From an optimization exercise on the open Yosys and OpenROAD flow, aimed at small area and a short achievable clock period; shortcuts taken in it are not production practice. In this exercise RTL edits were held to simulation tests only and were not proved equivalent to the original. No activity file was given, so power comes from the tool's default toggle rates.

### design/flow/constraint.sdc
create_clock -name core_clock -period 10.0 [get_ports {clk}]
set_input_delay 2.0000 -clock core_clock [delete_from_list [all_inputs] [get_ports {clk}]]
set_output_delay 2.0000 -clock core_clock [all_outputs]
set_load 0.01 [all_outputs]
### design/flow/standard.sh
#!/bin/bash
# synth_recipe.tcl (not shown) runs the flow's synth.tcl, then flattens the netlist and writes it again
# the make line also repeats each setting of config.mk as NAME=value (left out here)
make -C /OpenROAD-flow-scripts/flow DESIGN_CONFIG=/design/flow/config.mk WORK_HOME=/design/flow/orfs CLKGATE_MAP_FILE= SYNTH_SCRIPT=/design/flow/synth_recipe.tcl "${@:-finish}"
### design/flow/config.mk
export PLATFORM = sky130hd
export DESIGN_NAME = ray_issue_arbiter
export DESIGN_NICKNAME = ray_issue_arbiter
export VERILOG_FILES = /design/flow/design.v
export SDC_FILE = /design/flow/constraint.sdc
export NUM_CORES = 4
export LEC_CHECK = 0
export CAP_MARGIN = 20
export CORE_MARGIN = 2
export CORE_UTILIZATION = 40
export CTS_BUF_LIST = sky130_fd_sc_hd__clkbuf_4
export SETUP_SLACK_MARGIN = 5
export SLEW_MARGIN = 20
### design/flow/flow/run.sh
#!/bin/bash
set -euo pipefail
bash standard.sh BUFFER_PORTS_ARGS="-buffer_cell sky130_fd_sc_hd__buf_1" SETUP_SLACK_MARGIN=5.6 CTS_ARGS="-sink_clustering_enable -repair_clock_nets -buf_list sky130_fd_sc_hd__clkbuf_4 -dont_use_dummy_load -sink_clustering_size 10 -sink_clustering_max_diameter 35" finish > flow_make.log 2>&1
### design/flow/design.v
module ray_issue_arbiter #(
  parameter int unsigned H_DISP      = 1280,
  parameter int unsigned V_DISP      = 720,
  parameter int unsigned W           = 16,
  parameter int unsigned CNT_W       = 5,
  parameter int unsigned ADDR_W      = 20,
  parameter int unsigned SCALE_SHIFT = 7,
  parameter int unsigned INFL_W      = 12
) (
  input  logic                clk,
  input  logic                rst,
  input  logic                frame_start,
  output logic                frame_busy,
  output logic                frame_done,
  input  logic [3*W-1:0]      cam_pos,
  input  logic [3*W-1:0]      vp_origin,
  input  logic [3*W-1:0]      vp_u,
  input  logic [3*W-1:0]      vp_v,
  input  logic                rec_valid,
  output logic                rec_ready,
  input  logic [3*W-1:0]      rec_pos,
  input  logic [3*W-1:0]      rec_slope,
  input  logic [CNT_W-1:0]    rec_cnt,
  input  logic [ADDR_W-1:0]   rec_addr,
  input  logic                retire,
  output logic                out_valid,
  input  logic                out_ready,
  output logic [3*W-1:0]      out_pos,
  output logic [3*W-1:0]      out_slope,
  output logic [CNT_W-1:0]    out_cnt,
  output logic [ADDR_W-1:0]   out_addr
);
  localparam int unsigned XW = (H_DISP > 1) ? $clog2(H_DISP) : 1;
  localparam int unsigned AW = W + SCALE_SHIFT;    
  localparam int unsigned VW = 3 * W;
  localparam int unsigned V3 = AW - 3;
  localparam int unsigned LAST_ADDR = H_DISP * V_DISP - 1;
  typedef enum logic [1:0] {
    IDLE  = 2'd0,
    SCAN  = 2'd1,
    DRAIN = 2'd2
  } state_t;
  state_t              state_q, state_d;
  logic                done_c;
  logic [2:0]          xb_q;      
  logic [ADDR_W-1:0]   pix_addr_q;
  logic [INFL_W-1:0]   inflight_q;
  logic                infl_full_q, infl_zero_q;    
  logic [VW-1:0]       cam_q;
  logic                first_q, rs_q;    
  logic                load_c, issue_c, start_c, row_end_c, last_px_c, retire_eff_c;
  logic [VW-1:0]       new_slope_c;
  assign load_c       = !out_valid || out_ready;
  assign rec_ready    = load_c;
  assign start_c      = (state_q == IDLE) && frame_start;
  assign issue_c      = load_c && !rec_valid && (state_q == SCAN) && !infl_full_q;
  assign row_end_c    = (&pix_addr_q[7:0]) && (xb_q == 3'd4);
  assign last_px_c    = (pix_addr_q == ADDR_W'(LAST_ADDR));
  assign retire_eff_c = retire && !infl_zero_q;
  localparam logic [AW-1:0] K0 = AW'((1 << 7) + (1 << 9) - (1 << 22) - (1 << 18) - (1 << 20) - (1 << 21));
  for (genvar c = 0; c < 3; c++) begin : g_axis
    logic [W-1:0]  u_q, v_q;
    logic [AW-1:0] acc_q, row_q, op_a, op_b, sum;
    logic [W-1:0]  uf, vf;
    logic [AW-1:0] a0, a1, a2, a3, a4, a5, a6;
    logic [AW-1:0] s1, c1, s2, c2, s3, c3, s4, c4, s5, c5, s6, c6;
    assign uf = {vp_u[c*W+W-1], ~vp_u[c*W +: W-1]};    
    assign vf = {~vp_v[c*W+W-1], vp_v[c*W +: W-1]};    
    assign a0 = AW'({vp_origin[c*W +: W], 7'b0});
    assign a1 = AW'({uf, 7'b0});
    assign a2 = AW'({uf, 9'b0});
    assign a3 = AW'({vf, 3'b0});
    assign a4 = AW'({vf, 5'b0});
    assign a5 = AW'({vf, 6'b0});
    assign a6 = AW'({vf, 8'b0});
    assign s1 = a0 ^ a1 ^ a2;
    assign c1 = {((a0 & a1) | (a0 & a2) | (a1 & a2)), 1'b0};
    assign s2 = a3 ^ a4 ^ a5;
    assign c2 = {((a3 & a4) | (a3 & a5) | (a4 & a5)), 1'b0};
    assign s3 = s1 ^ c1 ^ s2;
    assign c3 = {((s1 & c1) | (s1 & s2) | (c1 & s2)), 1'b0};
    assign s4 = c2 ^ a6 ^ K0;
    assign c4 = {((c2 & a6) | (c2 & K0) | (a6 & K0)), 1'b0};
    assign s5 = s3 ^ c3 ^ s4;
    assign c5 = {((s3 & c3) | (s3 & s4) | (c3 & s4)), 1'b0};
    assign s6 = s5 ^ c5 ^ c4;
    assign c6 = {((s5 & c5) | (s5 & c4) | (c5 & c4)), 1'b0};
    assign op_a = rs_q ? row_q : acc_q;
    assign op_b = first_q ? row_q : rs_q ? ~(AW'($signed(v_q))) : AW'($signed(u_q));
    assign sum  = op_a + op_b + AW'(rs_q);
    always_ff @(posedge clk) begin
      if (start_c) begin
        u_q   <= vp_u[c*W +: W];
        v_q   <= vp_v[c*W +: W];
        acc_q <= s6;
        row_q <= c6;
      end else if (issue_c) begin
        acc_q <= sum;
        if (rs_q || first_q) row_q <= sum;
      end
    end
    assign new_slope_c[c*W +: W] = sum[AW-1 -: W];
  end
  always_ff @(posedge clk) begin
    if (start_c) begin
      first_q <= 1'b1;
      rs_q    <= 1'b0;
    end else if (issue_c) begin
      first_q <= 1'b0;
      rs_q    <= row_end_c;
    end
  end
  always_ff @(posedge clk or negedge rst) begin
    if (!rst) state_q <= IDLE;
    else      state_q <= state_d;
  end
  always_comb begin
    state_d = state_q;
    done_c  = 1'b0;
    case (state_q)
      IDLE:  if (frame_start) state_d = SCAN;
      SCAN:  if (issue_c && last_px_c) state_d = DRAIN;
      DRAIN: begin
        if (infl_zero_q) begin
          state_d = IDLE;
          done_c  = 1'b1;
        end
      end
      default: state_d = IDLE;
    endcase
  end
  always_ff @(posedge clk or negedge rst) begin
    if (!rst) begin
      frame_busy <= 1'b0;
      frame_done <= 1'b0;
    end else begin
      frame_busy <= (state_d != IDLE);
      frame_done <= done_c;
    end
  end
  always_ff @(posedge clk) begin
    if (start_c) cam_q <= cam_pos;
  end
  always_ff @(posedge clk or negedge rst) begin
    if (!rst) begin
      xb_q       <= '0;
      pix_addr_q <= '0;
    end else if (issue_c) begin
      if (last_px_c) begin
        xb_q       <= '0;
        pix_addr_q <= '0;
      end else begin
        if (&pix_addr_q[7:0]) xb_q <= row_end_c ? 3'd0 : xb_q + 3'd1;
        pix_addr_q <= pix_addr_q + ADDR_W'(1);
      end
    end
  end
  always_ff @(posedge clk or negedge rst) begin
    if (!rst) begin
      inflight_q  <= '0;
      infl_full_q <= 1'b0;
      infl_zero_q <= 1'b1;
    end else begin
      case ({issue_c, retire_eff_c})
        2'b10: begin
          inflight_q  <= inflight_q + INFL_W'(1);
          infl_full_q <= (inflight_q == INFL_W'((1 << INFL_W) - 2));
          infl_zero_q <= 1'b0;
        end
        2'b01: begin
          inflight_q  <= inflight_q - INFL_W'(1);
          infl_full_q <= 1'b0;
          infl_zero_q <= (inflight_q == INFL_W'(1));
        end
        default: ;
      endcase
    end
  end
  always_ff @(posedge clk or negedge rst) begin
    if (!rst) begin
      out_valid <= 1'b0;
      out_pos   <= '0;
      out_slope <= '0;
      out_cnt   <= '0;
      out_addr  <= '0;
    end else if (load_c) begin
      if (rec_valid) begin
        out_valid <= 1'b1;
        out_pos   <= rec_pos;
        out_slope <= rec_slope;
        out_cnt   <= rec_cnt;
        out_addr  <= rec_addr;
      end else if (issue_c) begin
        out_valid <= 1'b1;
        out_pos   <= cam_q;
        out_slope <= new_slope_c;
        out_cnt   <= '0;
        out_addr  <= pix_addr_q;
      end else begin
        out_valid <= 1'b0;
      end
    end
  end
endmodule
==> impl_summary.txt, run 1 <==
----------------------------------------------------
[Run status]
  Result of the run ... finished clean

[Place]
  Number of buffers added on ports ... 443
  Total half-perimeter wirelength after legalization and detailed placement ... 62,600 um
  Weighted congestion reported at the end of routability-driven placement ... 0.905

[Flow run]
  Reported max-cap violation count ... 0

[Clocking]
  Source-to-sink clock delay at the later pin of the worst-skew pair ... 920 ps
  Number of buffers between clock root and the deepest sink ... 3
  Clock transition at path regs ... 70 ps
  Clock tree from TritonCTS ... yes
  Inserted Clock Buffers ... 101
  Root Buffer Master ... sky130_fd_sc_hd__clkbuf_4
  Maximum level of the CTS H-tree ... 3
  Number of sinks driven by the clock tree ... 447

[Worst setup path]
  Top delay family on crit path ... buffers and inverters
  Slowest cell on the critical path ... sky130_fd_sc_hd__nand2b_4
  Cell-by-cell listing of the critical path ... buf_8, nand2b_4, buf_6
  Category of the worst setup path launch point ... primary input
  Critical Path Fanout Max ... 2
  Crit path largest cell delay ... 180 ps
  Worst endpoint data arrival time ... 2440 ps
  CP bufs+invs ... 2
  Worst Setup Path Type ... in2out
  Data required time at the worst endpoint ... 8000 ps
  Sort of element at the end of the critical path ... output pin

[Hold path]
  Class of the tightest hold or removal check ... reg2reg

[Floorplan]
  Die Footprint ... 73,200 um^2
  Placeable core region ... 70,300 um^2
  Horizontal die dimension ... 271 um
  Starting Density ... 40.5%
  Die boundary height ... 271 um
  # rows ... 97
  # IOs ... 444

[Route]
  Residual antenna-violating net count after detailed routing ... 0
  Avg Vias per Cell ... 5.30
  Vias ... 21.1k
  Detailed-route wire length per cell ... 21.3 um
  Detailed-route DRC error count ... 0
  Detailed-routing iteration count for the pre-antenna-repair pass ... 5
  Final wirelength ... 84,800 um
  Iter 0 DRT Violations ... 1,479

[Synthesis]
  Distinct cell type count of the synthesized netlist ... 77
  Gate count after technology mapping ... 2,558
  FF+latch count, synth ... 447
  Post-synth top flop ... sky130_fd_sc_hd__edfxtp_1
  Total of warnings raised by yosys ... 1
  Async set-or-reset flop fraction in the synthesized netlist ... 36.5%
  Seq/Total Area, Yosys ... 44.2%
  Mapped Nets ... 3,227
  Number of enable-type register cells in the synthesized netlist ... 279
  Synthesized area ... 28,400 um^2
  Average footprint of a synthesized cell ... 11.1 um^2

[Timing]
  Transition time at the pin with the least slew margin ... 1080 ps
  Fin Hold WS ... 481 ps
  Final setup fails ... 0
  Timing-limited maximum frequency ... 225 MHz
  Number of pins with negative max-slew slack in the final report ... 0
  Worst slew slack as a fraction of its limit ... 28.0%
  Hold Fails Final Rpt ... 0
  Share of the clock period used by the worst path after layout ... 44.4%
  Setup repair after global routing missed its margin ... true
  Setup TNS ... 0 ps
  Post-route clock skew ... 168 ps
  Post-route minimum period ... 4440 ps

[Global route]
  Gr usage total ... 23.4%
  Vias in the first global route ... 22.1k
  Initial antenna violation count ... 11
  Overall overflow remaining after global route ... 0
  First-pass GRT wire length ... 131,000 um
  Largest net degree at the start of global routing ... 164

[Final layout]
  Number of nets in the layout ... 3,695
  Final standard cell utilization of the core ... 45.8%
  Signed area change from the synthesized netlist to the final layout ... 13.1%
  Proportion of layout cells with a drive suffix above 1 ... 8.47%

[Power]
  Power per cell area ... 156 nW/um^2
  Worst ir drop on vdd ... 0.109 mV
  Total power ... 5.02 mW
  Standby leakage power ... 13.0 nW

----------------------------------------------------
[worst paths after layout]
kind	to	start	slack (ps)	cells past startpoint
max	rec_ready	out_ready	5560	3
min in group asynchronous	out_addr[12]$_DFFE_PN0P_	rst	1040	1
max in group asynchronous	out_slope[42]$_DFFE_PN0P_	rst	7570	2
min	out_slope[5]$_DFFE_PN0P_	out_slope[5]$_DFFE_PN0P_	480	2
min reg2reg	out_slope[5]$_DFFE_PN0P_	out_slope[5]$_DFFE_PN0P_	480	2
max reg2reg	g_axis[1].acc_q[20]$_DFFE_PP_	first_q$_SDFFE_PP1P_	5740	11
[cells in the mapped netlist, types with 6 or more instances]
master / count / share of area [%]
sky130_fd_sc_hd__inv_1: 232 / 3.1
sky130_fd_sc_hd__clkbuf_1: 95 / 1.3
sky130_fd_sc_hd__xnor2_1: 67 / 2.1
sky130_fd_sc_hd__o21ai_1: 7 / 0.12
sky130_fd_sc_hd__nor3_1: 15 / 0.26
sky130_fd_sc_hd__nand3_1: 39 / 0.69
sky130_fd_sc_hd__fa_1: 210 / 15
sky130_fd_sc_hd__buf_1: 13 / 0.17
sky130_fd_sc_hd__nand4_1: 12 / 0.26
sky130_fd_sc_hd__and2_1: 15 / 0.33
sky130_fd_sc_hd__edfxtp_1: 279 / 29
sky130_fd_sc_hd__a22o_1: 29 / 0.89
sky130_fd_sc_hd__o21ai_0: 251 / 4.4
sky130_fd_sc_hd__nor2b_1: 13 / 0.29
sky130_fd_sc_hd__o22ai_1: 8 / 0.18
sky130_fd_sc_hd__or2_2: 6 / 0.13
sky130_fd_sc_hd__xor2_1: 41 / 1.3
sky130_fd_sc_hd__a21o_1: 33 / 0.87
sky130_fd_sc_hd__o211ai_1: 10 / 0.26
sky130_fd_sc_hd__nand2_1: 352 / 4.6
sky130_fd_sc_hd__mux2_2: 68 / 2.7
sky130_fd_sc_hd__nand2b_1: 7 / 0.15
sky130_fd_sc_hd__o21a_1: 11 / 0.29
sky130_fd_sc_hd__dfrtp_1: 162 / 14
sky130_fd_sc_hd__nor2_1: 107 / 1.4
sky130_fd_sc_hd__mux2i_1: 116 / 4.1
sky130_fd_sc_hd__a21oi_1: 103 / 1.8
sky130_fd_sc_hd__and3_1: 11 / 0.24
sky130_fd_sc_hd__a31oi_1: 9 / 0.20
sky130_fd_sc_hd__o21bai_1: 11 / 0.29
sky130_fd_sc_hd__a211oi_1: 6 / 0.16
sky130_fd_sc_hd__ha_1: 140 / 6.2
[through the flow]
stage | cells | instance area, um^2 | worst slack [ps]
2_1_floorplan | 2558 | 28500 | 5520
3_3_place_gp | 3850 | 31100 | 4750
3_5_place_dp | 3850 | 31100 | 4630
4_1_cts | 3963 | 32100 | 5560
5_1_grt | 3971 | 32200 | 5530
6_report | 3975 | 32200 | 5560
[what timing repair did]
action	CTS	global route
setup buffers	9	1
pin swaps	1	3
gates resized for setup	13	8
endpoints found under the setup margin	97	125
cloned	3	0
hold buffers	0	0
[flip-flops by register name (all words and copies together), names as in the netlist, 2 cells and up]
name and flops:
cam_q 48, g_axis.acc_q 69, g_axis.row_q 69, g_axis.u_q 48, g_axis.v_q 48, inflight_q 12
out_addr 20, out_cnt 5, out_pos 48, out_slope 48, pix_addr_q 20, state_q 2
xb_q 3
[cell families after synthesis]
| group | after synthesis | synth area share, % |
|---|---|---|
| buffers and inverters | 343 | 4.56 |
| and+or+nand+nor | 602 | 9.13 |
| xor gates and xnor gates | 109 | 3.38 |
| muxes | 184 | 6.78 |
| DFF | 447 | 44.2 |
| AOI/OAI and AO/OA | 523 | 11.1 |
| adders and majority gates | 350 | 20.9 |
[final cells by class]
type	instances	area, um^2
clock buffers	101	758
flip-flops and latches	447	12600
well taps	940	1180
multi-input cells	1769	14700
fillers	6602	38100
diodes	11	27.5
repair buffers	474	2050
inverters	233	882
[where the power goes]
group,switching [mW],total (mW),internal (mW)
logic,0.955,1.61,0.657
clock network,0.679,1.13,0.455
registers,0.130,2.27,2.14
total,1.76,5.02,3.25
[metal layers]
metal / vias to the layer above / global-route usage [%] / wire, um
met3: 172 / 6.49 / 6480
met5: - / 0 / 37
met1: 10399 / 30.3 / 35500
li1: 9755 / - / -
met2: 726 / 38.1 / 40400
met4: 6 / 7.14 / 2320
[layout by cell type (no fill, tap or decap), types with 103 or more instances in the layout]
| cell | netlist | final |
|---|---|---|
| sky130_fd_sc_hd__a21oi_1 | 103 | 103 |
| sky130_fd_sc_hd__buf_1 | 13 | 439 |
| sky130_fd_sc_hd__clkbuf_4 | 0 | 103 |
| sky130_fd_sc_hd__dfrtp_1 | 162 | 162 |
| sky130_fd_sc_hd__edfxtp_1 | 279 | 279 |
| sky130_fd_sc_hd__fa_1 | 210 | 206 |
| sky130_fd_sc_hd__ha_1 | 140 | 139 |
| sky130_fd_sc_hd__inv_1 | 232 | 230 |
| sky130_fd_sc_hd__mux2i_1 | 116 | 116 |
| sky130_fd_sc_hd__nand2_1 | 352 | 349 |
| sky130_fd_sc_hd__nor2_1 | 107 | 106 |
| sky130_fd_sc_hd__o21ai_0 | 251 | 250 |
[tightest hold or removal path, stage by stage (launching register included)]
cell                      delay, ps
sky130_fd_sc_hd__dfrtp_1        340
sky130_fd_sc_hd__nand2_1         40
sky130_fd_sc_hd__o21ai_0         60
==> run 2, diff against run 1 <==
--- a/design/flow/config.mk
+++ b/design/flow/config.mk
@@ -7,7 +7,7 @@
 export LEC_CHECK = 0
 export CAP_MARGIN = 20
 export CORE_MARGIN = 2
-export CORE_UTILIZATION = 40
+export CORE_UTILIZATION = 70
 export CTS_BUF_LIST = sky130_fd_sc_hd__clkbuf_4
 export SETUP_SLACK_MARGIN = 5
 export SLEW_MARGIN = 20
==> run 2 against run 1 <==
  * Die area decreased by 42%
  * Register-to-register slack got worse by 30 ps
  * Sequential power hardly changed
  * Synthesized area did not move
==> impl_summary.txt, run 2 <==
----------------------------------------------------
[Synthesis]
  Distinct cell type count of the synthesized netlist ... 77
  Synthesized area ... 28,400 um^2
  Total of warnings raised by yosys ... 1
  Most frequent cells after synthesis ... sky130_fd_sc_hd__nand2_1, sky130_fd_sc_hd__edfxtp_1, sky130_fd_sc_hd__o21ai_0, sky130_fd_sc_hd__inv_1, sky130_fd_sc_hd__fa_1
  FF+latch count, synth ... 447
  Number of enable-type register cells in the synthesized netlist ... 279
  Gate count after technology mapping ... 2,558
  Share of Yosys cell area claimed by the top area cell type ... 29.5%
  Seq/Total Area, Yosys ... 44.2%
  Async set-or-reset flop fraction in the synthesized netlist ... 36.5%
  Most common cell in the netlist ... sky130_fd_sc_hd__nand2_1
  Area leader, netlist ... sky130_fd_sc_hd__edfxtp_1
  Top cells by area in the synthesized netlist ... sky130_fd_sc_hd__edfxtp_1, sky130_fd_sc_hd__fa_1, sky130_fd_sc_hd__dfrtp_1
  Average footprint of a synthesized cell ... 11.1 um^2
  Post-synth top flop ... sky130_fd_sc_hd__edfxtp_1
  Mapped Nets ... 3,227

[Clocking]
  Root Buffer Master ... sky130_fd_sc_hd__clkbuf_4
  Clock transition at path regs ... 60 ps
  Number of buffers between clock root and the deepest sink ... 3
  Number of sinks driven by the clock tree ... 447
  Clock tree from TritonCTS ... yes
  Source-to-sink clock delay at the later pin of the worst-skew pair ... 900 ps
  Maximum level of the CTS H-tree ... 3
  Inserted Clock Buffers ... 88

[Route]
  Detailed-route DRC error count ... 0
  Residual antenna-violating net count after detailed routing ... 0
  Iter 0 DRT Violations ... 1,928
  Detailed-route wire length per cell ... 21.2 um
  Avg Vias per Cell ... 6.05
  Final wirelength ... 75,300 um
  Detailed-routing iteration count for the pre-antenna-repair pass ... 6
  Vias ... 21.4k

[Worst setup path]
  Worst Setup Path Type ... in2out
  CP bufs+invs ... 2
  Crit path largest cell delay ... 190 ps
  Category of the worst setup path launch point ... primary input
  Critical Path Fanout Max ... 2
  Cell-by-cell listing of the critical path ... buf_8, nand2b_4, buf_6
  Worst endpoint data arrival time ... 2450 ps
  Sort of element at the end of the critical path ... output pin
  Slowest cell on the critical path ... sky130_fd_sc_hd__nand2b_4
  Data required time at the worst endpoint ... 8000 ps
  Top delay family on crit path ... buffers and inverters

[Global route]
  Initial antenna violation count ... 7
  Vias in the first global route ... 22.1k
  Fraction of met2 tracks used by global routing ... 60.6%
  Met3 global-route usage ... 7.40%
  First-pass GRT wire length ... 117,000 um
  Global Route met1 Usage ... 47.1%
  Gr usage total ... 36.6%
  Largest net degree at the start of global routing ... 113
  Gr busiest metal ... met2
  Overall overflow remaining after global route ... 0

[Timing]
  Share of the clock period used by the worst path after layout ... 44.5%
  Setup TNS ... 0 ps
  Hold Fails Final Rpt ... 0
  Post-route minimum period ... 4450 ps
  Fin Hold WS ... 479 ps
  Transition time at the pin with the least slew margin ... 1140 ps
  Worst slew slack as a fraction of its limit ... 23.4%
  Post-route clock skew ... 112 ps
  Timing-limited maximum frequency ... 225 MHz
  Number of pins with negative max-slew slack in the final report ... 0
  Final setup fails ... 0
  Setup repair after global routing missed its margin ... true

[Hold path]
  Class of the tightest hold or removal check ... reg2reg

[Power]
  Power per cell area ... 154 nW/um^2
  Worst ir drop on vdd ... 0.143 mV
  Standby leakage power ... 12.9 nW

[Floorplan]
  Horizontal die dimension ... 206 um
  Die Footprint ... 42,300 um^2
  Starting Density ... 71.2%
  # IOs ... 444
  # rows ... 73
  Die boundary height ... 206 um
  Placeable core region ... 39,900 um^2

[Final layout]
  Number of nets in the layout ... 3,681
  Most common library cell in the layout ignoring fill and taps ... sky130_fd_sc_hd__buf_1
  Regs by FF count ... g_axis.acc_q x69, g_axis.row_q x69
  Signed area change from the synthesized netlist to the final layout ... 10.7%
  Proportion of layout cells with a drive suffix above 1 ... 7.84%
  Highest-count cells in the layout ignoring fill and taps ... sky130_fd_sc_hd__buf_1, sky130_fd_sc_hd__nand2_1, sky130_fd_sc_hd__edfxtp_1, sky130_fd_sc_hd__o21ai_0, sky130_fd_sc_hd__inv_1
  Filler cells ... 2,724

[Place]
  Total half-perimeter wirelength after legalization and detailed placement ... 54,500 um
  Number of buffers added on ports ... 443
  Weighted congestion reported at the end of routability-driven placement ... 0.958

[Run status]
  Result of the run ... finished clean

[Flow run]
  Reported max-cap violation count ... 0

----------------------------------------------------
==> run 2: cell counts after synthesis <==
No cell type changed its count.
==> run 2: area by class of cell <==
type                            instances  area [um^2]  share of cell area (%)
Antenna cell                            7         17.5                  0.0557
Multi-Input combinational cell       1769        14700                    46.6
Clock buffer                           88          661                    2.10
Timing Repair Buffer                  473         2020                    6.41
Tap cell                              525          657                    2.09
Inverter                              233          882                    2.80
Sequential cell                       447        12600                    39.9
==> run 2: kinds of logic (layout without fill, tap and decap cells) <==
group           Yosys count  count (layout)  share of synthesized area, %
buf+inv                 343             794                          4.56
compound gates          523             523                          11.1
flops                   447             447                          44.2
simple gates            602             603                          9.13
fa+ha+maj               350             350                          20.9
xor+xnor                109             109                          3.38
other cells               0               7                             0
mux                     184             184                          6.78
==> run 2: final timing paths <==
path,start,to,slack [ps],cells past startpoint
setup / recovery,out_ready,rec_ready,5550,3
hold / removal,out_pos[14]$_DFFE_PN0P_,out_pos[14]$_DFFE_PN0P_,480,2
setup reg to reg,rs_q$_SDFFE_PP0P_,g_axis[1].acc_q[15]$_DFFE_PP_,5710,13
hold reg to reg,out_pos[14]$_DFFE_PN0P_,out_pos[14]$_DFFE_PN0P_,480,2
max in group asynchronous,rst,infl_full_q$_DFFE_PN0P_,7480,2
min in group asynchronous,rst,out_addr[12]$_DFFE_PN0P_,1170,1
==> run 2: worst min-delay path: stages (launching register included) <==
cell	delay, ps
sky130_fd_sc_hd__dfrtp_1	340
sky130_fd_sc_hd__nand2_1	50
sky130_fd_sc_hd__o21ai_0	60
==> run 2: where the power goes <==
part	switching [mW]	total, mW	internal, mW
combinational	0.906	1.55	0.643
sequential	0.130	2.27	2.14
clock	0.644	1.04	0.399
==> run 2: what timing repair did <==
item	in CTS	in global routing
pin swaps	0	1
endpoints found under the setup margin	54	19
hold buffers	0	0
gates resized for setup	8	6
gates cloned	3	0
setup buffers	8	4
==> run 2: stage by stage <==
| step | utilization (%) | area [um^2] | worst slack, ps | power, mW | std cells |
|---|---|---|---|---|---|
| after floorplan | - | 28500 | 5520 | 3.29 | 2558 |
| after global placement | 76.5 | 30600 | 4960 | 3.76 | 3432 |
| after detailed placement | 76.6 | 30600 | 4870 | 3.83 | 3432 |
| after CTS | 78.6 | 31400 | 5540 | 4.88 | 3531 |
| after global routing | 78.8 | 31500 | 5540 | 5.17 | 3542 |
| final | 78.8 | 31500 | 5550 | 4.86 | 3542 |
==> run 2: metal layers <==
metal  up-vias  share of wire (%)
met3       199                9.1
met1     10486                 38
met2      1033                 49
met4         0                4.2
li1       9707                  -
met5         -                  0
==> run 3, diff against run 2 <==
--- a/design/flow/config.mk
+++ b/design/flow/config.mk
@@ -7,7 +7,7 @@
 export LEC_CHECK = 0
 export CAP_MARGIN = 20
 export CORE_MARGIN = 2
-export CORE_UTILIZATION = 70
+export CORE_UTILIZATION = 55
 export CTS_BUF_LIST = sky130_fd_sc_hd__clkbuf_4
 export SETUP_SLACK_MARGIN = 5
 export SLEW_MARGIN = 20
==> run 3 against run 2 <==
  * Design area rose by 1.3%
  * Worst hold slack improved by 2.0 ps
  * Combinational power barely moved
  * Clock-buffer cell count rose by 9
  * Via count fell by 1.7%
  * Synthesized cell count did not move
  * Sequential share of layout area fell by 0.49 points
  * Core utilization fell by 17 points
  * Critical path type unchanged
  * Largest cell class unchanged
  * Largest power group unchanged
  * Highest routed layer is now met5
==> impl_summary.txt, run 3 <==
----------------------------------------------------
[Route]
  Vias ... 21.1k
  Iter 0 DRT Violations ... 1,438
  Detailed-route wire length per cell ... 21.7 um
  Detailed-route DRC error count ... 0
  Final wirelength ... 80,700 um
  Avg Vias per Cell ... 5.67
  Residual antenna-violating net count after detailed routing ... 0
  Detailed-routing iteration count for the pre-antenna-repair pass ... 8

[Timing]
  Share of the clock period used by the worst path after layout ... 43.9%
  Transition time at the pin with the least slew margin ... 1090 ps
  Setup repair after global routing missed its margin ... false
  Final setup fails ... 0
  Timing-limited maximum frequency ... 228 MHz
  Post-route clock skew ... 114 ps
  Number of pins with negative max-slew slack in the final report ... 0
  Hold Fails Final Rpt ... 0
  Worst slew slack as a fraction of its limit ... 27.3%
  Post-route minimum period ... 4390 ps
  Setup TNS ... 0 ps

[Global route]
  Gr usage total ... 30.3%
  Overall overflow remaining after global route ... 0
  Vias in the first global route ... 21.5k
  Initial antenna violation count ... 16
  First-pass GRT wire length ... 122,000 um
  Largest net degree at the start of global routing ... 127

[Clocking]
  Root Buffer Master ... sky130_fd_sc_hd__clkbuf_4
  Clock tree from TritonCTS ... yes
  Number of sinks driven by the clock tree ... 447
  Inserted Clock Buffers ... 97
  Maximum level of the CTS H-tree ... 3
  Number of buffers between clock root and the deepest sink ... 3
  Source-to-sink clock delay at the later pin of the worst-skew pair ... 880 ps
  Clock transition at path regs ... 70 ps

[Place]
  Number of buffers added on ports ... 443
  Total half-perimeter wirelength after legalization and detailed placement ... 58,800 um
  Number of instances in the placed design ... 3,591
  Weighted congestion reported at the end of routability-driven placement ... 0.896

[Worst setup path]
  Worst Setup Path Type ... in2out
  Sort of element at the end of the critical path ... output pin
  Worst endpoint data arrival time ... 2390 ps
  Critical Path Fanout Max ... 2
  Data required time at the worst endpoint ... 8000 ps
  Category of the worst setup path launch point ... primary input

[Floorplan]
  Starting Density ... 55.5%
  Die Footprint ... 53,500 um^2
  Horizontal die dimension ... 231 um
  # IOs ... 444
  Die boundary height ... 231 um
  # rows ... 83
  Placeable core region ... 51,200 um^2

[Final layout]
  Regs by FF count ... g_axis.acc_q x69, g_axis.row_q x69
  Proportion of layout cells with a drive suffix above 1 ... 8.39%
  Final standard cell utilization of the core ... 62.2%
  Count of placed standard cells in the final layout, fillers left out ... 3,719
  Most common library cell in the layout ignoring fill and taps ... sky130_fd_sc_hd__buf_1
  Number of nets in the layout ... 3,697
  Signed area change from the synthesized netlist to the final layout ... 12.0%
  Highest-count cells in the layout ignoring fill and taps ... sky130_fd_sc_hd__buf_1, sky130_fd_sc_hd__nand2_1, sky130_fd_sc_hd__edfxtp_1, sky130_fd_sc_hd__o21ai_0, sky130_fd_sc_hd__inv_1

[Synthesis]
  Synthesized area ... 28,400 um^2
  Seq/Total Area, Yosys ... 44.2%
  Async set-or-reset flop fraction in the synthesized netlist ... 36.5%
  Most common cell in the netlist ... sky130_fd_sc_hd__nand2_1
  Top cells by area in the synthesized netlist ... sky130_fd_sc_hd__edfxtp_1, sky130_fd_sc_hd__fa_1, sky130_fd_sc_hd__dfrtp_1
  Most frequent cells after synthesis ... sky130_fd_sc_hd__nand2_1, sky130_fd_sc_hd__edfxtp_1, sky130_fd_sc_hd__o21ai_0, sky130_fd_sc_hd__inv_1, sky130_fd_sc_hd__fa_1
  FF+latch count, synth ... 447
  Area leader, netlist ... sky130_fd_sc_hd__edfxtp_1
  Average footprint of a synthesized cell ... 11.1 um^2
  Mapped Nets ... 3,227
  Distinct cell type count of the synthesized netlist ... 77
  Total of warnings raised by yosys ... 1
  Number of enable-type register cells in the synthesized netlist ... 279
  Post-synth top flop ... sky130_fd_sc_hd__edfxtp_1
  Share of Yosys cell area claimed by the top area cell type ... 29.5%
  Gate count after technology mapping ... 2,558

[Power]
  Total power ... 4.95 mW
  Worst ir drop on vdd ... 0.113 mV
  Power per cell area ... 155 nW/um^2
  Standby leakage power ... 13.0 nW

[Flow run]
  Reported max-cap violation count ... 0

[Hold path]
  Class of the tightest hold or removal check ... reg2reg

[Run status]
  Result of the run ... finished clean

----------------------------------------------------
[run 3: cell counts after synthesis]
No cell type changed its count.
[run 3: power breakdown]
| group | switching [mW] | total [mW] | internal, mW | leakage (nW) |
|---|---|---|---|---|
| sequential | 0.127 | 2.27 | 2.14 | 4.61 |
| clock | 0.666 | 1.10 | 0.438 | 0.446 |
| combinational | 0.934 | 1.58 | 0.644 | 7.92 |
| total | 1.73 | 4.95 | 3.22 | 13.0 |
[run 3: timing repair]
item	4_1_cts	5_1_grt
pin swaps	1	2
gates resized for setup	21	4
hold buffers	0	0
setup endpoints to repair	164	30
gates cloned	2	4
endpoints found under the hold margin	0	0
setup buffers	5	7
[run 3: logic make-up after synthesis]
kind of cell    synth area share, %
fa+ha+maj                      20.9
simple gates                   9.13
flops                          44.2
compound gates                 11.1
buf+inv                        4.56
xor+xnor                       3.38
mux                            6.78
[run 3: critical path, stage by stage]
cell and delay, ps:
sky130_fd_sc_hd__buf_6 110, sky130_fd_sc_hd__nand2b_4 150, sky130_fd_sc_hd__buf_6 130
[run 3: metrics by stage]
stage	hold slack [ps]	setup WS (ps)	area (um^2)
2_1_floorplan	447	5520	28500
3_3_place_gp	462	4570	30800
3_5_place_dp	468	4490	30800
4_1_cts	487	5610	31600
5_1_grt	510	5580	31900
6_report	481	5610	31900
[run 3: area by class of cell]
class                      count  area, um^2
multi-input combinational   1770       14700
inverter                     233         882
timing repair buffer         479        2110
tap                          680         851
antenna                       13        32.5
clock buffer                  97         728
fill                        4309       19300
sequential                   447       12600
[run 3: worst paths after layout]
check / startpoint / to / slack, ps / depth (start not counted)
setup reg to reg: rs_q$_SDFFE_PP0P_ / g_axis[1].acc_q[22]$_DFFE_PP_ / 5800 / 14
hold / removal: out_slope[22]$_DFFE_PN0P_ / out_slope[22]$_DFFE_PN0P_ / 480 / 2
max in group asynchronous: rst / inflight_q[4]$_DFFE_PN0P_ / 7550 / 2
hold reg to reg: out_slope[22]$_DFFE_PN0P_ / out_slope[22]$_DFFE_PN0P_ / 480 / 2
min in group asynchronous: rst / out_addr[10]$_DFFE_PN0P_ / 1100 / 1
setup / recovery: out_ready / rec_ready / 5610 / 3
[run 3: metal layers]
metal	up-vias	wire (um)	part of all wire, %	track usage [%]
li1	9766	-	-	-
met1	10419	33300	41	39.9
met2	728	38100	47	46.9
met3	156	6430	8.0	8.48
met4	2	2920	3.6	13.5
met5	-	10	0.012	0
==> run 4, diff against run 3 <==
==> design/flow/flow/run.sh (replaced) <==
#!/bin/bash
set -euo pipefail
bash standard.sh BUFFER_PORTS_ARGS="-buffer_cell sky130_fd_sc_hd__buf_1" SETUP_SLACK_MARGIN=5.6 CTS_ARGS="-sink_clustering_enable -repair_clock_nets -buf_list sky130_fd_sc_hd__clkbuf_8 -dont_use_dummy_load -sink_clustering_size 14 -sink_clustering_max_diameter 40" finish > flow_make.log 2>&1
--- a/design/flow/config.mk
+++ b/design/flow/config.mk
@@ -7,7 +7,7 @@
 export LEC_CHECK = 0
 export CAP_MARGIN = 20
 export CORE_MARGIN = 2
-export CORE_UTILIZATION = 55
+export CORE_UTILIZATION = 40
 export CTS_BUF_LIST = sky130_fd_sc_hd__clkbuf_4
 export SETUP_SLACK_MARGIN = 5
 export SLEW_MARGIN = 20
==> run 4 against run 3 <==
  * Still clean
  * Clock-buffer cell count fell by 8
  * Global-route usage fell by 6.9 points
  * Worst hold slack got worse by 2.5 ps
  * Clock power rose by 37%
  * Non-clock buffer count fell by 3
  * Via count barely moved
  * Total power rose by 9.1%
  * Cell count rose by 6.6%
  * Register-to-register slack got worse by 40 ps
  * Sequential share of layout area fell by 1.0 points
  * Wire length rose by 5.6%
  * Design area rose by 2.6%
  * Critical path type unchanged
  * Largest power group unchanged
==> impl_summary.txt, run 4 <==
----------------------------------------------------
[Timing]
  Post-route clock skew ... 131 ps
  Hold Fails Final Rpt ... 0
  Setup repair after global routing missed its margin ... true
  Final setup fails ... 0
  Share of the clock period used by the worst path after layout ... 44.4%
  Number of pins with negative max-slew slack in the final report ... 0
  Timing-limited maximum frequency ... 225 MHz
  Transition time at the pin with the least slew margin ... 1070 ps
  Setup TNS ... 0 ps
  Post-route minimum period ... 4440 ps
  Worst slew slack as a fraction of its limit ... 28.8%

[Route]
  Detailed-routing iteration count for the pre-antenna-repair pass ... 5
  Detailed-route DRC error count ... 0
  Iter 0 DRT Violations ... 1,467
  Detailed-route wire length per cell ... 21.5 um
  Residual antenna-violating net count after detailed routing ... 0
  Final wirelength ... 85,200 um
  Avg Vias per Cell ... 5.32
  Vias ... 21.1k

[Synthesis]
  Share of Yosys cell area claimed by the top area cell type ... 29.5%
  Average footprint of a synthesized cell ... 11.1 um^2
  Post-synth top flop ... sky130_fd_sc_hd__edfxtp_1
  Distinct cell type count of the synthesized netlist ... 77
  Area leader, netlist ... sky130_fd_sc_hd__edfxtp_1
  Top cells by area in the synthesized netlist ... sky130_fd_sc_hd__edfxtp_1, sky130_fd_sc_hd__fa_1, sky130_fd_sc_hd__dfrtp_1
  Most common cell in the netlist ... sky130_fd_sc_hd__nand2_1
  FF+latch count, synth ... 447
  Gate count after technology mapping ... 2,558
  Seq/Total Area, Yosys ... 44.2%
  Mapped Nets ... 3,227
  Most frequent cells after synthesis ... sky130_fd_sc_hd__nand2_1, sky130_fd_sc_hd__edfxtp_1, sky130_fd_sc_hd__o21ai_0, sky130_fd_sc_hd__inv_1, sky130_fd_sc_hd__fa_1
  Async set-or-reset flop fraction in the synthesized netlist ... 36.5%
  Number of enable-type register cells in the synthesized netlist ... 279
  Total of warnings raised by yosys ... 1
  Synthesized area ... 28,400 um^2

[Clocking]
  Hold buffer count at CTS ... 0
  Inserted Clock Buffers ... 89
  Clock tree from TritonCTS ... yes
  Clock transition at path regs ... 60 ps
  Number of buffers between clock root and the deepest sink ... 3
  Source-to-sink clock delay at the later pin of the worst-skew pair ... 710 ps
  Maximum level of the CTS H-tree ... 3
  Root Buffer Master ... sky130_fd_sc_hd__clkbuf_8
  Number of sinks driven by the clock tree ... 447

[Power]
  Share of power burned in the clock network ... 28.0%
  Internal portion of total power ... 3.58 mW
  Power per cell area ... 165 nW/um^2
  Switching Power ... 1.82 mW
  Share of total power in sequential cells ... 42.1%
  Switching share of total power ... 33.8%
  Standby leakage power ... 13.2 nW
  Worst ir drop on vdd ... 0.106 mV
  Combinational share of power ... 29.9%

[Worst setup path]
  Data required time at the worst endpoint ... 8000 ps
  Slowest cell on the critical path ... sky130_fd_sc_hd__nand2b_4
  Top delay family on crit path ... buffers and inverters
  Crit path largest cell delay ... 180 ps
  Category of the worst setup path launch point ... primary input
  Sort of element at the end of the critical path ... output pin
  Worst Setup Path Type ... in2out
  CP endpoint ... rec_ready
  Reg2reg path depth ... 11
  Endpoint of the lowest-slack register-to-register path ... g_axis[1].acc_q[20]$_DFFE_PP_
  Launching element of the worst setup path ... out_ready
  Worst endpoint data arrival time ... 2440 ps
  CP bufs+invs ... 2
  R2R Path Start ... first_q$_SDFFE_PP1P_
  Critical Path Fanout Max ... 3
  WP depth ... 3
  Worst R2R Setup Slack ... 5760 ps
  Cell-by-cell listing of the critical path ... buf_8, nand2b_4, buf_6

[Global route]
  Vias in the first global route ... 22.0k
  Initial antenna violation count ... 12
  Gr usage total ... 23.3%
  Overall overflow remaining after global route ... 0
  First-pass GRT wire length ... 131,000 um
  Largest net degree at the start of global routing ... 164

[Floorplan]
  Starting Density ... 40.5%
  Die Footprint ... 73,200 um^2
  # rows ... 97
  Horizontal die dimension ... 271 um
  # IOs ... 444
  Placeable core region ... 70,300 um^2
  Die boundary height ... 271 um

[Place]
  Number of buffers added on ports ... 443
  Total half-perimeter wirelength after legalization and detailed placement ... 62,600 um
  Weighted congestion reported at the end of routability-driven placement ... 0.905
  Post-DP Area ... 31,100 um^2

[Final layout]
  Total area of sequential cells ... 12,600 um^2
  Proportion of layout cells with a drive suffix above 1 ... 8.26%
  Total non-filler cell area in the finished layout ... 32,700 um^2
  Number of nets in the layout ... 3,685
  Most common library cell in the layout ignoring fill and taps ... sky130_fd_sc_hd__buf_1
  Area occupied by multi-input gates ... 14,700 um^2
  Filler cells ... 6,549
  Regs by FF count ... g_axis.acc_q x69, g_axis.row_q x69
  Signed area change from the synthesized netlist to the final layout ... 15.0%
  Highest-count cells in the layout ignoring fill and taps ... sky130_fd_sc_hd__buf_1, sky130_fd_sc_hd__nand2_1, sky130_fd_sc_hd__edfxtp_1, sky130_fd_sc_hd__o21ai_0, sky130_fd_sc_hd__inv_1

[Hold path]
  Class of the tightest hold or removal check ... reg2reg

[Run status]
  Result of the run ... finished clean

[Flow run]
  Reported max-cap violation count ... 0

----------------------------------------------------
-- run 4: cell counts after synthesis --
Identical to the previous run, type by type.
-- run 4: power groups by stage --
| stage | clock network, mW | registers [mW] | logic [mW] |
|---|---|---|---|
| 4_1_cts | 1.55 | 2.27 | 1.64 |
| 2_1_floorplan | 0 | 2.31 | 0.973 |
| 6_report | 1.51 | 2.27 | 1.62 |
| 3_5_place_dp | 0 | 2.30 | 1.62 |
| 3_3_place_gp | 0 | 2.30 | 1.59 |
| 5_1_grt | 1.62 | 2.29 | 1.84 |
-- run 4: area by class of cell --
type	instances	share of cell area, %
diodes	9	0.0689
repair buffers	476	6.42
flip-flops and latches	447	38.4
well taps	940	3.60
multi-input cells	1769	45.0
clock buffers	89	3.75
inverters	233	2.70
-- run 4: cells by family (layout without fill, tap and decap cells) --
family                     count (synthesis)  in the layout  share of synthesized area [%]
xor gates and xnor gates                 109            109                           3.38
adders and majority gates                350            350                           20.9
and+or+nand+nor                          602            603                           9.13
AOI/OAI and AO/OA                        523            523                           11.1
other                                      0              9                              0
muxes                                    184            184                           6.78
DFF                                      447            447                           44.2
buffers and inverters                    343            798                           4.56
-- run 4: per-layer routing --
layer  part of all wire (%)  vias up  track usage [%]
met5                  0.046        -                0
met4                    3.2        6             7.91
met3                    7.0      165             5.21
met2                     47      742             37.9
met1                     42    10465             30.9
li1                       -     9702                -
-- run 4: stage by stage --
stage	power (mW)	setup slack (ps)	instances	utilization [%]	hold WS, ps
after detailed placement	3.92	4630	3850	44.3	469
after global placement	3.89	4750	3850	44.3	463
after CTS	5.46	5550	3952	46.4	481
final	5.40	5560	3963	46.5	479
after global routing	5.75	5560	3961	46.5	502
after floorplan	3.29	5520	2558	-	447
-- run 4: worst min path at each step --
stage | from | cells past startpoint | slack [ps] | endpoint
6_report | out_addr[15]$_DFFE_PN0P_ | 2 | 480 | out_addr[15]$_DFFE_PN0P_
5_1_grt | out_pos[35]$_DFFE_PN0P_ | 2 | 500 | out_pos[35]$_DFFE_PN0P_
4_1_cts | inflight_q[7]$_DFFE_PN0P_ | 1 | 480 | inflight_q[7]$_DFFE_PN0P_
3_5_place_dp | out_addr[15]$_DFFE_PN0P_ | 2 | 470 | out_addr[15]$_DFFE_PN0P_
3_3_place_gp | out_pos[22]$_DFFE_PN0P_ | 2 | 460 | out_pos[22]$_DFFE_PN0P_
2_1_floorplan | inflight_q[7]$_DFFE_PN0P_ | 1 | 450 | inflight_q[7]$_DFFE_PN0P_
-- run 4: worst reg2reg max path, delay by kind of cell, from the launching register on --
family	cells	cell delay [ps]
AOI/OAI and AO/OA	7	2000
DFF	1	520
buffers and inverters	1	370
adders and majority gates	2	950
and+or+nand+nor	1	100
-- run 4: what timing repair did --
action	4_1_cts	5_1_grt
setup endpoints to repair	198	124
pin swaps	1	2
resized for setup	14	13
buffers inserted	10	1
cloned	3	1
==> run 5, diff against run 4 <==
==> design/flow/flow/run.sh (replaced) <==
#!/bin/bash
set -euo pipefail
bash standard.sh BUFFER_PORTS_ARGS="-buffer_cell sky130_fd_sc_hd__buf_1" SETUP_SLACK_MARGIN=5.6 CTS_ARGS="-sink_clustering_enable -repair_clock_nets -buf_list sky130_fd_sc_hd__clkbuf_4 -dont_use_dummy_load" finish > flow_make.log 2>&1
==> run 5 against run 4 <==
  * Total power is 3.1% lower
  * Via count is 1.1% higher
  * Clock power is 11% lower
  * Largest power group unchanged
  * Highest routed layer unchanged
==> impl_summary.txt, run 5 <==
----------------------------------------------------
[Run status]
  Result of the run ... finished clean

[Synthesis]
  Average footprint of a synthesized cell ... 11.1 um^2
  Async set-or-reset flop fraction in the synthesized netlist ... 36.5%
  Synthesized area ... 28,400 um^2
  Post-synth top flop ... sky130_fd_sc_hd__edfxtp_1
  FF+latch count, synth ... 447
  Mapped Nets ... 3,227
  Share of Yosys cell area claimed by the top area cell type ... 29.5%
  Area leader, netlist ... sky130_fd_sc_hd__edfxtp_1
  Most common cell in the netlist ... sky130_fd_sc_hd__nand2_1
  Adder and majority gate portion of the synthesized area ... 20.9%
  Combinational family with the most area after synthesis ... adder cells
  Total of warnings raised by yosys ... 1
  Synthesized-area fraction occupied by xor and xnor cells ... 3.38%
  Gate count after technology mapping ... 2,558
  Multiplexer area fraction after synthesis ... 6.78%
  Most frequent cells after synthesis ... sky130_fd_sc_hd__nand2_1, sky130_fd_sc_hd__edfxtp_1, sky130_fd_sc_hd__o21ai_0, sky130_fd_sc_hd__inv_1, sky130_fd_sc_hd__fa_1
  Seq/Total Area, Yosys ... 44.2%
  Post-synthesis compound-gate area fraction ... 11.1%
  Distinct cell type count of the synthesized netlist ... 77
  Post-synthesis share of cell area spent on and, or, nand and nor gates ... 9.13%
  Top cells by area in the synthesized netlist ... sky130_fd_sc_hd__edfxtp_1, sky130_fd_sc_hd__fa_1, sky130_fd_sc_hd__dfrtp_1
  Number of enable-type register cells in the synthesized netlist ... 279

[Route]
  Iter 0 DRT Violations ... 1,499
  Residual antenna-violating net count after detailed routing ... 0
  Detailed-routing iteration count for the pre-antenna-repair pass ... 5
  Vias ... 21.3k
  Avg Vias per Cell ... 5.32
  Detailed-route DRC error count ... 0
  Detailed-route wire length per cell ... 21.4 um
  Final wirelength ... 85,800 um

[Floorplan]
  Die Footprint ... 73,200 um^2
  Starting Density ... 40.5%
  Die boundary height ... 271 um
  # rows ... 97
  Placeable core region ... 70,300 um^2
  # IOs ... 444
  Horizontal die dimension ... 271 um

[Clocking]
  Clock tree from TritonCTS ... yes
  Number of buffers between clock root and the deepest sink ... 3
  Hold buffer count at CTS ... 0
  Root Buffer Master ... sky130_fd_sc_hd__clkbuf_4
  Inserted Clock Buffers ... 134
  Number of sinks driven by the clock tree ... 447
  Maximum level of the CTS H-tree ... 4
  Source-to-sink clock delay at the later pin of the worst-skew pair ... 1020 ps
  Clock transition at path regs ... 70 ps

[Place]
  Total half-perimeter wirelength after legalization and detailed placement ... 62,600 um
  Number of buffers added on ports ... 443
  Weighted congestion reported at the end of routability-driven placement ... 0.905
  Post-DP Area ... 31,100 um^2

[Final layout]
  Number of nets in the layout ... 3,731
  Area occupied by multi-input gates ... 14,700 um^2
  Most common library cell in the layout ignoring fill and taps ... sky130_fd_sc_hd__buf_1
  Signed area change from the synthesized netlist to the final layout ... 14.1%
  Filler cells ... 6,613
  Final standard cell utilization of the core ... 46.2%
  Total non-filler cell area in the finished layout ... 32,400 um^2
  Proportion of layout cells with a drive suffix above 1 ... 9.44%
  Regs by FF count ... g_axis.acc_q x69, g_axis.row_q x69
  Highest-count cells in the layout ignoring fill and taps ... sky130_fd_sc_hd__buf_1, sky130_fd_sc_hd__nand2_1, sky130_fd_sc_hd__edfxtp_1, sky130_fd_sc_hd__o21ai_0, sky130_fd_sc_hd__inv_1
  Total area of sequential cells ... 12,600 um^2

[Worst setup path]
  Worst R2R Setup Slack ... 5750 ps
  Reg2reg path depth ... 15
  Data required time at the worst endpoint ... 8000 ps
  Endpoint of the lowest-slack register-to-register path ... out_slope[45]$_DFFE_PN0P_
  Worst Setup Path Type ... in2out
  Critical Path Fanout Max ... 2
  Worst endpoint data arrival time ... 2420 ps
  R2R Path Start ... rs_q$_SDFFE_PP0P_
  Category of the worst setup path launch point ... primary input
  Sort of element at the end of the critical path ... output pin

[Power]
  Worst ir drop on vdd ... 0.0946 mV
  Power per cell area ... 161 nW/um^2
  Internal portion of total power ... 3.40 mW
  Standby leakage power ... 13.2 nW
  Switching share of total power ... 35.0%
  Total power ... 5.23 mW
  Share of total power in sequential cells ... 43.4%
  Share of power burned in the clock network ... 25.8%
  Switching Power ... 1.83 mW
  Combinational share of power ... 30.8%

[Timing]
  Final setup fails ... 0
  Post-route minimum period ... 4420 ps
  Hold Fails Final Rpt ... 0
  Setup TNS ... 0 ps
  Post-route clock skew ... 153 ps
  Worst slew slack as a fraction of its limit ... 27.9%
  Setup repair after global routing missed its margin ... true
  Number of pins with negative max-slew slack in the final report ... 0
  Fin Hold WS ... 424 ps
  Transition time at the pin with the least slew margin ... 1080 ps
  Timing-limited maximum frequency ... 226 MHz
  Share of the clock period used by the worst path after layout ... 44.2%

[Global route]
  Vias in the first global route ... 22.3k
  Overall overflow remaining after global route ... 0
  Initial antenna violation count ... 9
  Largest net degree at the start of global routing ... 164
  Gr usage total ... 23.7%
  First-pass GRT wire length ... 132,000 um

[Hold path]
  Hold Path Origin ... state_q[1]$_DFF_PN0_
  Endpoint of the worst hold-timing path ... state_q[0]$_DFF_PN0_
  Worst hold path cell count ... 1
  Class of the tightest hold or removal check ... reg2reg

[Flow run]
  Reported max-cap violation count ... 0

----------------------------------------------------
-- run 5: changes by cell type in the layout (fill, tap and decap cells not counted), moves of 2 or more --
| cell | delta |
|---|---|
| sky130_fd_sc_hd__buf_6 | -2 |
| sky130_fd_sc_hd__buf_4 | +3 |
| sky130_fd_sc_hd__clkbuf_4 | +134 |
| sky130_fd_sc_hd__clkbuf_2 | -2 |
| sky130_fd_sc_hd__clkbuf_8 | -89 |
| sky130_fd_sc_hd__diode_2 | -3 |
| sky130_fd_sc_hd__buf_1 | +2 |
-- run 5: power groups by stage --
stage          Clock [mW]  Sequential, mW  Combinational (mW)
2_1_floorplan           0            2.31               0.973
3_3_place_gp            0            2.30                1.59
3_5_place_dp            0            2.30                1.62
4_1_cts              1.40            2.27                1.64
5_1_grt              1.48            2.29                1.84
6_report             1.35            2.27                1.61
-- run 5: area by class of cell --
type                            count  area share (%)
Tap cell                          940            3.63
Sequential cell                   447            38.7
Timing Repair Buffer              477            6.46
Antenna cell                        6          0.0463
Clock buffer                      134            3.10
Multi-Input combinational cell   1769            45.3
Inverter                          233            2.72
-- run 5: critical path, stage by stage --
cell and delay, ps:
sky130_fd_sc_hd__buf_8 90, sky130_fd_sc_hd__nand2b_4 160, sky130_fd_sc_hd__buf_6 150
-- run 5: repair_timing --
item                       CTS  global route
resized for setup           13             6
buffers inserted            10             2
setup endpoints to repair   83           131
pin swaps                    1             2
cloned                       3             1
-- run 5: layer usage --
layer | up-vias | track usage [%] | wire length, um
met5 | - | 0 | 37
met3 | 156 | 6.30 | 6310
met4 | 6 | 8.43 | 2300
li1 | 9820 | - | -
met1 | 10543 | 30.7 | 35900
met2 | 792 | 38.4 | 41300
-- run 5: worst max-delay path by stage --
stage / start / end / slack [ps] / cells after the start
finish: out_ready / rec_ready / 5580 / 3
global route: rs_q$_SDFFE_PP0P_ / out_slope[45]$_DFFE_PN0P_ / 5530 / 15
CTS: out_ready / rec_ready / 5570 / 3
detailed placement: out_ready / out_pos[9]$_DFFE_PN0P_ / 4630 / 8
global placement: out_ready / g_axis[0].acc_q[6]$_DFFE_PP_ / 4750 / 8
floorplan: vp_u[12] / g_axis[0].acc_q[21]$_DFFE_PP_ / 5520 / 8
-- run 5: cell families after synthesis --
group                      after synthesis
buffers and inverters                  343
and+or+nand+nor                        602
muxes                                  184
AOI/OAI and AO/OA                      523
adders and majority gates              350
DFF                                    447
xor gates and xnor gates               109
-- run 5: through the flow --
stage | cells | setup slack (ps)
finish | 4006 | 5580
global route | 4005 | 5530
CTS | 3997 | 5570
detailed placement | 3850 | 4630
global placement | 3850 | 4750
floorplan | 2558 | 5520

-- port drivers added, routing unchanged --
How much do the figures lean on ideal ports? The routed layouts below were timed once more, with nothing changed but the port constraints. Step 1 sets driving cells, clkbuf_16 on the clock port and buf_2 on the other inputs (assumed; they add their load-dependent delay and slew). Step 2 moves the port delays by t, midway between the first and last clock arrival at a register: inputs arrive t later, outputs are due t later. That takes back most of the time a late clock gives input paths. Slacks: no drivers / after step 1 / after step 2; pairs: no drivers / after step 1.
| run | t, ns | setup slack, ns | clock arrival spread, ns | worst register clock-pin slew, ns |
|---|---|---|---|---|
| run 1 | 0.910 | 5.565 / 5.521 / 4.866 | 0.183 / 0.183 | 0.10 / 0.10 |
| run 2 | 0.892 | 5.547 / 5.505 / 4.892 | 0.115 / 0.115 | 0.11 / 0.11 |
| run 3 | 0.879 | 5.610 / 5.577 / 4.869 | 0.121 / 0.121 | 0.10 / 0.10 |
| run 4 | 0.718 | 5.562 / 5.519 / 5.017 | 0.141 / 0.141 | 0.08 / 0.08 |
| run 5 | 1.010 | 5.585 / 5.541 / 4.801 | 0.160 / 0.161 | 0.07 / 0.07 |
After both steps setup and hold are still met in every run listed. The setup slack of run 5, which loses most, moves by -0.044 ns with the drivers and by -0.784 ns with both steps.
